From an optimization exercise on the open Yosys and OpenROAD flow, aimed at small area and a short achievable clock period; shortcuts taken in it are not production practice.
RTL that was checked went through simulation tests only; none was proved equivalent to the original.
Power is estimated from default activity; no workload was simulated.

==> flow/design.v (excerpt) <==
module rob_top
(
   input  logic       clock,
   input  logic       reset,
   input  logic       dispatch_valid_a,
   input  logic       dispatch_valid_b,
   input  logic [4:0] opcode_a,
   input  logic [4:0] opcode_b,
   input  logic [5:0] told_a,
   input  logic [5:0] told_b,
   output logic       dispatch_ready,
   output logic [4:0] rob_idx_a,
   output logic [4:0] rob_idx_b,
   input  logic       cdb_valid_a,
   input  logic       cdb_valid_b,
   input  logic       cdb_valid_c,
   input  logic       cdb_valid_d,
   input  logic [4:0] cdb_idx_a,
   input  logic [4:0] cdb_idx_b,
   input  logic [4:0] cdb_idx_c,
   input  logic [4:0] cdb_idx_d,
   output logic       retire_en_a,
   output logic       retire_en_b,
   output logic [5:0] retire_told_a,
   output logic [5:0] retire_told_b,
   output logic [1:0] retire_count,
   output logic       rob_full,
   output logic       rob_almost_full,
   output logic       rob_empty,
   output logic [4:0] rob_head,
   output logic [4:0] rob_tail,
   output logic [5:0] rob_count
);
For scale: ~1200 cells after synthesis, ~310 flip-flops, roughly 96 I/O pins, about 14000 sq um of cells after synthesis.
==> flow/config.mk <==
export PLATFORM = sky130hd
export DESIGN_NAME = rob_top
export DESIGN_NICKNAME = rob_top
export VERILOG_FILES = /design/flow/design.v
export SDC_FILE = /design/flow/constraint.sdc
export NUM_CORES = 4
export LEC_CHECK = 0
export CAP_MARGIN = 20
export CORE_MARGIN = 2
export CORE_UTILIZATION = 60
export CTS_CLUSTER_DIAMETER = 80
export CTS_CLUSTER_SIZE = 24
export SETUP_SLACK_MARGIN = 3.6
export SLEW_MARGIN = 20
export TNS_END_PERCENT = 0
==> flow/constraint.sdc <==
create_clock -name core_clock -period 5.5 [get_ports {clock}]
set_input_delay 1.1000 -clock core_clock [delete_from_list [all_inputs] [get_ports {clock}]]
set_output_delay 1.1000 -clock core_clock [all_outputs]
set_load 0.01 [all_outputs]
standard.sh (not shown) runs the stock make flow with config.mk's settings and CLKGATE_MAP_FILE= SYNTH_SCRIPT=/design/flow/synth_recipe.tcl, a recipe that flattens the netlist after the stock synthesis.
==> flow/flow/run.sh <==
#!/bin/bash
# Standard ORFS layout, with plain buffers on the ports instead of the delay
# buffers buffer_ports picks by default, and sizing free to change a cell's
# footprint.
set -euo pipefail
cd "$(dirname "$0")/.."
export BUFFER_PORTS_ARGS="-buffer_cell sky130_fd_sc_hd__buf_2"
bash standard.sh MATCH_CELL_FOOTPRINT=0 finish > orfs_make.log 2>&1
The baseline finished clean.
==> next run, changes <==
==> flow/flow/run.sh (replaced) <==
#!/bin/bash
# Standard ORFS layout, but with plain buffers on the ports instead of the
# delay buffers buffer_ports picks by default.
set -euo pipefail
cd "$(dirname "$0")/.."
export BUFFER_PORTS_ARGS="-buffer_cell sky130_fd_sc_hd__buf_2"
bash standard.sh finish > orfs_make.log 2>&1
- CORE_UTILIZATION: 60 -> 40
- CTS_CLUSTER_DIAMETER: 80 -> default
- CTS_CLUSTER_SIZE: 24 -> default
- SETUP_SLACK_MARGIN: 3.6 -> 3.0
- TNS_END_PERCENT: 0 -> default
- clock power rose by 65%
- die area went up by 49%
- area after synthesis stays the same
- worst setup slack barely changes
- combinational power is higher by 14%
- cell area grows by 9.4%
- total power came out higher by 18%
- first-iteration DRC count is lower by 4.0%
- sequential cell count stays the same
==> next run, changes <==
==> flow/flow/run.sh (replaced) <==
#!/bin/bash
# Standard ORFS layout, with plain buffers on the ports instead of the delay
# buffers buffer_ports picks by default, and sizing free to change a cell's
# footprint.
set -euo pipefail
cd "$(dirname "$0")/.."
export BUFFER_PORTS_ARGS="-buffer_cell sky130_fd_sc_hd__buf_1"
bash standard.sh MATCH_CELL_FOOTPRINT=0 finish > orfs_make.log 2>&1
- CORE_UTILIZATION: 40 -> 60
- CTS_CLUSTER_DIAMETER: default -> 80
- CTS_CLUSTER_SIZE: default -> 24
- TNS_END_PERCENT: default -> 0
Result: The changed run finished with timing, DRC and antenna clean. Flip-flop and latch count stays the same. Total power shrinks by 16%. Die area shrinks by 33%.

rob_top again, from the RTL that the note above started with.
Settings: LEC_CHECK=0, CAP_MARGIN=20, CORE_MARGIN=2, CORE_UTILIZATION=60, CTS_BUF_LIST=sky130_fd_sc_hd__clkbuf_8 sky130_fd_sc_hd__clkbuf_16, CTS_CLUSTER_DIAMETER=80, CTS_CLUSTER_SIZE=24, SETUP_SLACK_MARGIN=3.0, SLEW_MARGIN=20, TNS_END_PERCENT=0; clock period 5.5 ns.
==> flow/flow/run.sh <==
#!/bin/bash
# Standard ORFS layout, with plain buffers on the ports instead of the delay
# buffers buffer_ports picks by default, and sizing free to change a cell's
# footprint.
set -euo pipefail
cd "$(dirname "$0")/.."
export BUFFER_PORTS_ARGS="-buffer_cell sky130_fd_sc_hd__buf_2"
bash standard.sh MATCH_CELL_FOOTPRINT=0 finish > orfs_make.log 2>&1
Edit:
Settings changed: CTS_BUF_LIST sky130_fd_sc_hd__clkbuf_8 sky130_fd_sc_hd__clkbuf_16 to unset, TNS_END_PERCENT 0 to unset.
What happened: The changed run finished clean; clock-buffer cell count grows by 10; total power grows by 5.5%; global-route usage shrinks by 0.52 points; setup slack gets worse by 27 ps.
Edit:
Settings changed: CTS_BUF_LIST set to sky130_fd_sc_hd__clkbuf_8, CTS_CLUSTER_DIAMETER 80 to 60, CTS_CLUSTER_SIZE 24 to 14, SETUP_SLACK_MARGIN 3.0 to 3.25, TNS_END_PERCENT set to 0.
Effect: The new run passed the timing, design-rule and antenna checks; synthesized area is unchanged; worst hold slack improved by 8.8 ps; die area is unchanged; combinational power decreases by 14%; maximum frequency increases by 0.85%; cell count hardly moves; power decreases by 7.0%; clock skew increases by 8.9 ps; worst setup slack improved by 23 ps; sequential cell count is unchanged; cell area decreases by 3.7%.
Edit:
Settings changed: CTS_BUF_LIST sky130_fd_sc_hd__clkbuf_8 to unset, CTS_CLUSTER_DIAMETER 60 to 80, CTS_CLUSTER_SIZE 14 to 24, PLACE_DENSITY set to 0.68.
Effect: The changed run ran to the end with no violations; die area is unchanged; global-route usage came out lower by 0.84 points; synthesized cell count stays the same.
Edit:
Settings changed: PLACE_DENSITY 0.68 to unset, SETUP_SLACK_MARGIN 3.25 to 3.0.
- The new run completed with no timing, DRC or antenna violations
- utilization barely changes
- combinational power is about the same
- fmax went down by about 0.5%
- first-iteration DRC count is lower by 1.0%
- design area barely changes
- synthesized area is unchanged
- clock skew grows by 15 ps
- final cell count is about the same
- setup slack is worse by 13 ps
Edit:
Settings changed: GPL_TIMING_DRIVEN set to 0, SETUP_SLACK_MARGIN 3.0 to 3.25.
Effect: Clock-buffer cell count came out lower by 1; critical path depth came out lower by 1; global-route usage came out higher by 0.31 points; wire length came out lower by 1.2%; final area came out higher by 0.94%; total power hardly moves; via count came out lower by 0.43%.

The RTL this note starts from:
==> flow/design.v <==
`timescale 1ns/100ps
module rob_top
(
   input  logic       clock,
   input  logic       reset,
   input  logic       dispatch_valid_a,
   input  logic       dispatch_valid_b,
   input  logic [4:0] opcode_a,
   input  logic [4:0] opcode_b,
   input  logic [5:0] told_a,
   input  logic [5:0] told_b,
   output logic       dispatch_ready,
   output logic [4:0] rob_idx_a,
   output logic [4:0] rob_idx_b,
   input  logic       cdb_valid_a,
   input  logic       cdb_valid_b,
   input  logic       cdb_valid_c,
   input  logic       cdb_valid_d,
   input  logic [4:0] cdb_idx_a,
   input  logic [4:0] cdb_idx_b,
   input  logic [4:0] cdb_idx_c,
   input  logic [4:0] cdb_idx_d,
   output logic       retire_en_a,
   output logic       retire_en_b,
   output logic [5:0] retire_told_a,
   output logic [5:0] retire_told_b,
   output logic [1:0] retire_count,
   output logic       rob_full,
   output logic       rob_almost_full,
   output logic       rob_empty,
   output logic [4:0] rob_head,
   output logic [4:0] rob_tail,
   output logic [5:0] rob_count
);
   logic [4:0] head;
   logic [4:0] nh;          
   logic [4:0] nh1;         
   logic [4:0] tail;
   logic [4:0] tail_p1;     
   logic [5:0] count;
   logic       ready;
   logic       full;
   logic       almost_full;
   logic       empty;
   logic [1:0] rc;
   logic       en_a, en_b;
   logic [5:0] rt_a, rt_b;
   logic [15:0] cpl_e, cpl_o;
   logic [15:0] st_e,  st_o;
   logic [5:0]  told_e [16];
   logic [5:0]  told_o [16];
   logic       alloc_a, alloc_b;
   logic [1:0] accept;
   assign alloc_a = dispatch_valid_a & ready;
   assign alloc_b = dispatch_valid_b & ready;
   assign accept  = {alloc_a & alloc_b, alloc_a ^ alloc_b};
   logic       wen_e, wen_o;
   logic       wst_e, wst_o;
   logic [5:0] wtold_e, wtold_o;
   assign wen_e   = tail[0] ? alloc_b : alloc_a;
   assign wen_o   = tail[0] ? alloc_a : alloc_b;
   assign wst_e   = tail[0] ? (opcode_b == 5'd0) : (opcode_a == 5'd0);
   assign wst_o   = tail[0] ? (opcode_a == 5'd0) : (opcode_b == 5'd0);
   assign wtold_e = tail[0] ? told_b : told_a;
   assign wtold_o = tail[0] ? told_a : told_b;
   logic [3:0] lo [4];
   logic [7:0] hi [4];
   logic [3:0] cv;
   logic [4:0] ci [4];
   logic [31:0] set;
   assign cv = {cdb_valid_d, cdb_valid_c, cdb_valid_b, cdb_valid_a};
   assign ci[0] = cdb_idx_a;
   assign ci[1] = cdb_idx_b;
   assign ci[2] = cdb_idx_c;
   assign ci[3] = cdb_idx_d;
   always_comb
   begin
      for (int p = 0; p < 4; p++)
      begin
         for (int k = 0; k < 4; k++)
            lo[p][k] = cv[p] & (ci[p][1:0] == 2'(k));
         for (int m = 0; m < 8; m++)
            hi[p][m] = (ci[p][4:2] == 3'(m));
      end
      for (int i = 0; i < 32; i++)
         set[i] = (lo[0][i%4] & hi[0][i/4]) | (lo[1][i%4] & hi[1][i/4]) |
                  (lo[2][i%4] & hi[2][i/4]) | (lo[3][i%4] & hi[3][i/4]);
   end
   always_ff @(posedge clock)
   begin
      for (int j = 0; j < 16; j++)
      begin
         if (wen_e && tail_p1[4:1] == 4'(j))
         begin
            cpl_e[j]  <= 1'b0;
            st_e[j]   <= wst_e;
            told_e[j] <= wtold_e;
         end
         else if (set[2*j])
            cpl_e[j]  <= 1'b1;
         if (wen_o && tail[4:1] == 4'(j))
         begin
            cpl_o[j]  <= 1'b0;
            st_o[j]   <= wst_o;
            told_o[j] <= wtold_o;
         end
         else if (set[2*j+1])
            cpl_o[j]  <= 1'b1;
      end
   end
   logic [3:0] ridx_e, ridx_o;
   logic       rc_e, rc_o, rs_e, rs_o;
   logic [5:0] rt_e, rt_o;
   logic       cpl_h, cpl_n, st_h, st_n;
   logic       hit_h, hit_n;
   logic [5:0] left;        
   logic       ret1, ret2;
   assign ridx_o = nh[4:1];
   assign ridx_e = nh1[4:1];
   logic [15:0] sel_e, sel_o;
   always_comb
   begin
      rc_e = 1'b0; rc_o = 1'b0; rs_e = 1'b0; rs_o = 1'b0; rt_e = '0; rt_o = '0;
      for (int j = 0; j < 16; j++)
      begin
         sel_e[j] = (ridx_e == 4'(j));
         sel_o[j] = (ridx_o == 4'(j));
         rc_e = rc_e | (sel_e[j] & cpl_e[j]);
         rc_o = rc_o | (sel_o[j] & cpl_o[j]);
         rs_e = rs_e | (sel_e[j] & st_e[j]);
         rs_o = rs_o | (sel_o[j] & st_o[j]);
         rt_e = rt_e | ({6{sel_e[j]}} & told_e[j]);
         rt_o = rt_o | ({6{sel_o[j]}} & told_o[j]);
      end
   end
   assign cpl_h = nh[0] ? rc_o : rc_e;
   assign cpl_n = nh[0] ? rc_e : rc_o;
   assign st_h  = nh[0] ? rs_o : rs_e;
   assign st_n  = nh[0] ? rs_e : rs_o;
   assign hit_h = (cdb_valid_a & (cdb_idx_a == nh)) | (cdb_valid_b & (cdb_idx_b == nh)) |
                  (cdb_valid_c & (cdb_idx_c == nh)) | (cdb_valid_d & (cdb_idx_d == nh));
   assign hit_n = (cdb_valid_a & (cdb_idx_a == nh1)) | (cdb_valid_b & (cdb_idx_b == nh1)) |
                  (cdb_valid_c & (cdb_idx_c == nh1)) | (cdb_valid_d & (cdb_idx_d == nh1));
   assign left = count - 6'(rc);
   assign ret1 = (left != 6'd0) & (cpl_h | hit_h);
   assign ret2 = ret1 & (left[5:1] != 5'd0) & (cpl_n | hit_n);
   logic [5:0] ncount;
   assign ncount = left + 6'(accept);
   always_ff @(posedge clock)
   begin
      if (reset)
      begin
         head        <= '0;
         nh          <= '0;
         nh1         <= 5'd1;
         tail        <= '0;
         tail_p1     <= 5'd1;
         count       <= '0;
         ready       <= 1'b1;
         full        <= 1'b0;
         almost_full <= 1'b0;
         empty       <= 1'b1;
         rc          <= '0;
         en_a        <= 1'b0;
         en_b        <= 1'b0;
      end
      else
      begin
         head        <= nh;
         nh          <= ret2 ? nh1 + 5'd1 : ret1 ? nh1 : nh;
         nh1         <= ret2 ? nh1 + 5'd2 : ret1 ? nh1 + 5'd1 : nh1;
         tail        <= tail + 5'(accept);
         tail_p1     <= tail_p1 + 5'(accept);
         count       <= ncount;
         ready       <= ~(ncount[5] | (&ncount[4:0]));
         full        <= ncount[5];
         almost_full <= ncount[5] | (&ncount[4:1]);
         empty       <= (ncount == 6'd0);
         rc          <= {ret2, ret1 & ~ret2};
         en_a        <= ret1 & ~st_h;
         en_b        <= ret2 & ~st_n;
      end
   end
   always_ff @(posedge clock)
   begin
      rt_a <= nh[0] ? rt_o : rt_e;
      rt_b <= nh[0] ? rt_e : rt_o;
   end
   assign dispatch_ready  = ready;
   assign rob_idx_a       = tail;
   assign rob_idx_b       = tail_p1;
   assign retire_count    = rc;
   assign retire_en_a     = en_a;
   assign retire_en_b     = en_b;
   assign retire_told_a   = rt_a;
   assign retire_told_b   = rt_b;
   assign rob_full        = full;
   assign rob_almost_full = almost_full;
   assign rob_empty       = empty;
   assign rob_head        = head;
   assign rob_tail        = tail;
   assign rob_count       = count;
endmodule
Settings: LEC_CHECK=0, CAP_MARGIN=20, CORE_MARGIN=2, CORE_UTILIZATION=40, SETUP_SLACK_MARGIN=2.5, SLEW_MARGIN=20; clock period 5.5 ns.
run.sh (not shown) runs the stock make flow with config.mk's settings and CLKGATE_MAP_FILE= SYNTH_SCRIPT=/design/flow/synth_recipe.tcl, a recipe that flattens the netlist after the stock synthesis.
Stock flow here: none of the scripts above is used.
Edit:
==> flow/flow/run.sh (new file) <==
#!/bin/bash
# Standard ORFS layout, with plain buffers on the ports instead of the delay
# buffers buffer_ports picks by default, and sizing free to change a cell's
# footprint.
set -euo pipefail
cd "$(dirname "$0")/.."
export BUFFER_PORTS_ARGS="-buffer_cell sky130_fd_sc_hd__buf_2"
bash standard.sh MATCH_CELL_FOOTPRINT=0 finish > orfs_make.log 2>&1
==> flow/standard.sh (new file) <==
#!/bin/bash
# synth_recipe.tcl (not shown) runs the flow's synth.tcl, then flattens the netlist and writes it again
# the make line also repeats each setting of config.mk as NAME=value (left out here)
make -C /OpenROAD-flow-scripts/flow DESIGN_CONFIG=/design/flow/config.mk WORK_HOME=/design/flow/orfs CLKGATE_MAP_FILE= SYNTH_SCRIPT=/design/flow/synth_recipe.tcl "${@:-finish}"
Settings changed: CORE_UTILIZATION 40 to 60, SETUP_SLACK_MARGIN 2.5 to 3.0.
removed: flow/run.sh
=> Utilization climbs by 25 points. Wire length drops by about 2.1%. Cell count drops by about 9%. Hold slack gets better by 4.0 ps.
No run of this note included a check of the RTL's function; only the layout flow was run.

## what the ideal ports hide
No port has a modelled driver above. Below, the same layouts with a new extraction and two added sets of constraints.
Step 1 (the two cells are an assumption about what drives the block):
set clk [get_ports {clock}]
set_driving_cell -lib_cell sky130_fd_sc_hd__clkbuf_16 $clk
set_driving_cell -lib_cell sky130_fd_sc_hd__buf_2 [delete_from_list [all_inputs] $clk]
Step 2 adds t to the input delays and takes it off the output delays; t is the mean of the earliest and latest rising clock arrival at the registers after step 1. Input paths then give back, and output paths get back, about the clock's delay inside the block.
Slacks: ideal ports / drivers / drivers and shift; pairs: ideal ports / drivers.
run	t, ns	slack for setup (ns)	hold slack, ns
the first run of note 1	0.560	2.875 / 2.875 / 2.407	0.482 / 0.482 / 0.482
the second run of note 1	0.555	2.873 / 2.873 / 2.363	0.488 / 0.488 / 0.488
the third run of note 1	0.558	2.731 / 2.731 / 2.342	0.461 / 0.461 / 0.461
the first run of note 2	0.559	2.842 / 2.842 / 2.414	0.484 / 0.484 / 0.484
the second run of note 2	0.550	2.816 / 2.816 / 2.414	0.471 / 0.471 / 0.471
the third run of note 2	0.625	2.838 / 2.838 / 2.316	0.480 / 0.480 / 0.480
the fourth run of note 2	0.550	2.862 / 2.861 / 2.461	0.453 / 0.453 / 0.453
the fifth run of note 2	0.560	2.849 / 2.849 / 2.419	0.482 / 0.482 / 0.482
the sixth run of note 2	0.557	2.785 / 2.785 / 2.318	0.481 / 0.481 / 0.481
the first run of note 3	0.603	2.547 / 2.555 / 1.959	0.478 / 0.478 / 0.478
the second run of note 3	0.589	2.813 / 2.825 / 2.255	0.482 / 0.482 / 0.482
After both steps every run listed still meets setup and hold. For the first run of note 3, which loses most, drivers alone change the setup slack by +0.008 ns; drivers and shift together by -0.588 ns.
